Background: an optimization exercise with open tools, aiming at small area, a short achievable clock period and few clock cycles. Do not read the settings as production practice.
Power figures rest on the tool's default switching activity, not on a simulated workload.

delta:
// laser_stripe_center_extract
module laser_stripe_center_extract (
  input  logic                clk,
  input  logic                rst_n,
  input  logic                in_push,
  output logic                in_full,
  input  logic [7:0]          in_pixel,
  input  logic                in_row_end,
  input  logic                in_frame_end,
  output logic                out_empty,
  input  logic                out_pop,
  output logic [lsce_pkg::ROW_W-1:0]    out_row_number,
  output logic                out_found,
  output logic [lsce_pkg::CENTRE_W-1:0] out_centre_q8,
  output logic                out_last,
  input  logic                cfg_valid,
  output logic                cfg_ready,
  input  logic [1:0]          cfg_index,
  input  logic [12:0]         cfg_data
);
  logic [8:0]         thr_r;
  logic signed [9:0]  nthr_r;    
  logic signed [12:0] wmin_r, wmax_r;
  logic        job_free, job_idle_next, job_load, job_found, job_last;
  logic [8:0]  job_p, job_s;
  logic [8:0]  job_q, job_r;
  logic [11:0] job_pkc, job_trc;
  logic        res_pop;
  assign cfg_ready = 1'b1;
  always_ff @(posedge clk) begin
    if (!rst_n) begin
      thr_r  <= 9'd35;
      wmin_r <= 13'sd1;
      wmax_r <= 13'sd20;
    end else if (cfg_valid) begin
      case (cfg_index)
        2'd0: thr_r  <= cfg_data[8:0];
        2'd1: wmin_r <= $signed(cfg_data);
        2'd2: wmax_r <= $signed(cfg_data);
        default: begin
        end
      endcase
    end
  end
  always_ff @(posedge clk) begin
    nthr_r <= -$signed({1'b0, thr_r});
  end
  lsce_front u_front (
    .clk       (clk),
    .rst_n     (rst_n),
    .in_push   (in_push),
    .in_full   (in_full),
    .in_pixel  (in_pixel),
    .in_row_end(in_row_end),
    .in_frame_end(in_frame_end),
    .thr       (thr_r),
    .nthr      (nthr_r),
    .job_free  (job_free),
    .job_idle_next(job_idle_next),
    .job_load  (job_load),
    .job_p     (job_p),
    .job_q    (job_q),
    .job_s     (job_s),
    .job_r    (job_r),
  ...
Size: roughly 1,700 cells after synthesis, roughly 300 flip-flops, ~18,000 um2 of cells after synthesis.
make LEC_CHECK=0 CAP_MARGIN=20 CORE_MARGIN=2 CORE_UTILIZATION=40 SETUP_SLACK_MARGIN=5 SLEW_MARGIN=20 finish   # period 8.0 ns
run.sh (not shown) runs the stock make flow with config.mk's settings and CLKGATE_MAP_FILE= SYNTH_SCRIPT=/design/flow/synth_recipe.tcl, a recipe that flattens the netlist after the stock synthesis.
delta went all the way through synthesis, placement and routing and the layout is clean on timing, DRC and antenna.
Edits applied to the flow inputs when going from delta to epsilon:
Settings: SETUP_SLACK_MARGIN removed (was 5); CORE_UTILIZATION changed from 40 to 60.
==> flow/flow/run.sh (new file) <==
#!/bin/bash
set -euo pipefail
bash standard.sh SETUP_SLACK_MARGIN=5.2 finish > standard_flow.log 2>&1
==> flow/standard.sh (new file) <==
#!/bin/bash
# synth_recipe.tcl (not shown) runs the flow's synth.tcl, then flattens the netlist and writes it again
# the make line also repeats each setting of config.mk as NAME=value (left out here)
make -C /OpenROAD-flow-scripts/flow DESIGN_CONFIG=/design/flow/config.mk WORK_HOME=/design/flow/orfs CLKGATE_MAP_FILE= SYNTH_SCRIPT=/design/flow/synth_recipe.tcl "${@:-finish}"
removed: flow/run.sh
Findings:
On epsilon: worst reg2reg path depth is 1 higher than what delta gave.
The more densely filled core belongs to epsilon, not delta.
[compare] base=delta new=epsilon: mean number of vias per cell rose 9.5%; post-route clock skew fell by 0.0068 ns; number of hold-repair buffers added at the cts stage ~0 delta.
For the standard cell core area, epsilon came in 33% lower than delta did.
Summary of epsilon over delta: number of antenna diodes grew by 1, total power per unit cell area increased about 0.8%.
NOTE: number of clock buffers inserted by TritonCTS in epsilon falls short of that of delta
No functional check of the RTL was part of any run of this note.

laser_stripe_center_extract again, from the RTL that the note above started with.
==> flow/config.mk <==
export PLATFORM = sky130hd
export DESIGN_NAME = laser_stripe_center_extract
export DESIGN_NICKNAME = laser_stripe_center_extract
export VERILOG_FILES = /design/flow/design.v
export SDC_FILE = /design/flow/constraint.sdc
export NUM_CORES = 4
export LEC_CHECK = 0
export CAP_MARGIN = 20
export CORE_MARGIN = 2
export CORE_UTILIZATION = 40
export CTS_BUF_LIST = sky130_fd_sc_hd__clkbuf_4 sky130_fd_sc_hd__clkbuf_8
export SLEW_MARGIN = 20
==> flow/constraint.sdc <==
create_clock -name core_clock -period 8.0 [get_ports {clk}]
set_input_delay 1.6000 -clock core_clock [delete_from_list [all_inputs] [get_ports {clk}]]
set_output_delay 1.6000 -clock core_clock [all_outputs]
set_load 0.01 [all_outputs]
standard.sh (not shown) runs the stock make flow with config.mk's settings and CLKGATE_MAP_FILE= SYNTH_SCRIPT=/design/flow/synth_recipe.tcl, a recipe that flattens the netlist after the stock synthesis.
==> flow/flow/run.sh <==
#!/bin/bash
set -euo pipefail
bash standard.sh SETUP_SLACK_MARGIN=5.2 finish > standard_flow.log 2>&1
Edit:
- CORE_UTILIZATION: 40 -> 75
- CTS_BUF_LIST: sky130_fd_sc_hd__clkbuf_4 sky130_fd_sc_hd__clkbuf_8 -> not set
Utilization is higher by 41 points.
Total power is lower slightly.
Hold slack improved by 4.1 ps.
Flip-flop and latch count stays the same.
Global-route usage is higher by 17 points.
Worst setup slack got worse by 120 ps.
Edit:
==> flow/flow/run.sh (replaced) <==
#!/bin/bash
set -euo pipefail
bash standard.sh SETUP_SLACK_MARGIN=5.5 finish > standard_flow.log 2>&1
- CORE_UTILIZATION: 75 -> 40
Final cell count increases by 18%.
Register-to-register slack improved by 220 ps.
Area after synthesis stays the same.
Design area climbs by 11%.
Wire length shrinks by about 1.8%.
Sequential cell count is unchanged.
Clock power came out higher by about 5%.
Setup slack improves by 150 ps.
Critical path depth falls by 8.
Power increases by 5.8%.
Synthesized cell count stays the same.
Edit:
==> flow/flow/run.sh (replaced) <==
#!/bin/bash
set -euo pipefail
bash standard.sh SETUP_SLACK_MARGIN=5.2 finish > standard_flow.log 2>&1
What happened: Setup slack loses 20 ps. Clock skew shrinks by 5.7 ps. Final area shrinks by about 8%. Sequential share of layout area grows by 2.9 points. Via count shrinks by about 4.3%. Count of clock-buffer cells in the layout grows by 1. Combinational power shrinks by about 18%. Cell count shrinks by 4.3%. Core utilization shrinks by 4.0 points. Maximum frequency shrinks by about 0.7%.
Edit:
- CTS_BUF_LIST: not set -> sky130_fd_sc_hd__clkbuf_16
- CTS_CLUSTER_DIAMETER: not set -> 100
- CTS_CLUSTER_SIZE: not set -> 30
Final area went down by 2.9%.
Fmax is lower by 6.0%.
Synthesized cell count stays the same.
Cell count decreases by 1.3%.
Edit:
- CTS_BUF_LIST: sky130_fd_sc_hd__clkbuf_16 -> sky130_fd_sc_hd__clkbuf_8
- CTS_CLUSTER_DIAMETER: 100 -> 60
- CTS_CLUSTER_SIZE: 30 -> 16
Outcome: Final area hardly moves. Routed wire length grows by about 1.3%. Clock skew goes down by 4.8 ps. Clock-buffer cell count came out higher by 14. Non-clock buffer count rises by 4. Power is higher by about 3%.
No run of this note included a check of the RTL's function; only the layout flow was run.

port drivers added, routing unchanged:
Ports are ideal in the flow. The routed layouts listed here were re-timed in OpenROAD.
Step 1, drivers: a clkbuf_16 drives clk and a buf_2 each remaining input, both assumed.
Step 2 times the ports against the registers' clock, not the clock port: input delays grow and output delays shrink by t, the midpoint of the rising clock arrivals with the driver on.
Slacks: no drivers / after step 1 / after step 2; pairs: no drivers / after step 1.
| run | t (ns) | setup WS [ns] | latest minus earliest clock arrival (ns) | worst register clock-pin slew, ns | worst slew at a driven data input, ns |
|---|---|---|---|---|---|
| delta | 0.575 | 5.047 / 5.041 / 4.498 | 0.025 / 0.025 | 0.06 / 0.06 | 0.05 |
| epsilon | 0.561 | 5.215 / 5.186 / 4.684 | 0.017 / 0.017 | 0.07 / 0.07 | 0.04 |
| the first run of note 2 | 0.646 | 5.226 / 5.176 / 4.704 | 0.030 / 0.030 | 0.08 / 0.08 | 0.05 |
| the second run of note 2 | 0.623 | 5.105 / 5.105 / 4.642 | 0.016 / 0.015 | 0.07 / 0.07 | 0.04 |
| the third run of note 2 | 0.584 | 5.258 / 5.206 / 4.882 | 0.028 / 0.028 | 0.06 / 0.06 | 0.06 |
| the fourth run of note 2 | 0.570 | 5.237 / 5.181 / 4.741 | 0.023 / 0.022 | 0.06 / 0.06 | 0.06 |
| the fifth run of note 2 | 0.551 | 5.062 / 5.088 / 4.537 | 0.023 / 0.024 | 0.12 / 0.12 | 0.05 |
| the sixth run of note 2 | 0.668 | 5.163 / 5.112 / 4.664 | 0.020 / 0.020 | 0.11 / 0.11 | 0.06 |
After both steps setup and hold are still met in every run listed. For delta, which loses most, drivers alone change the setup slack by -0.006 ns; drivers and shift together by -0.549 ns.
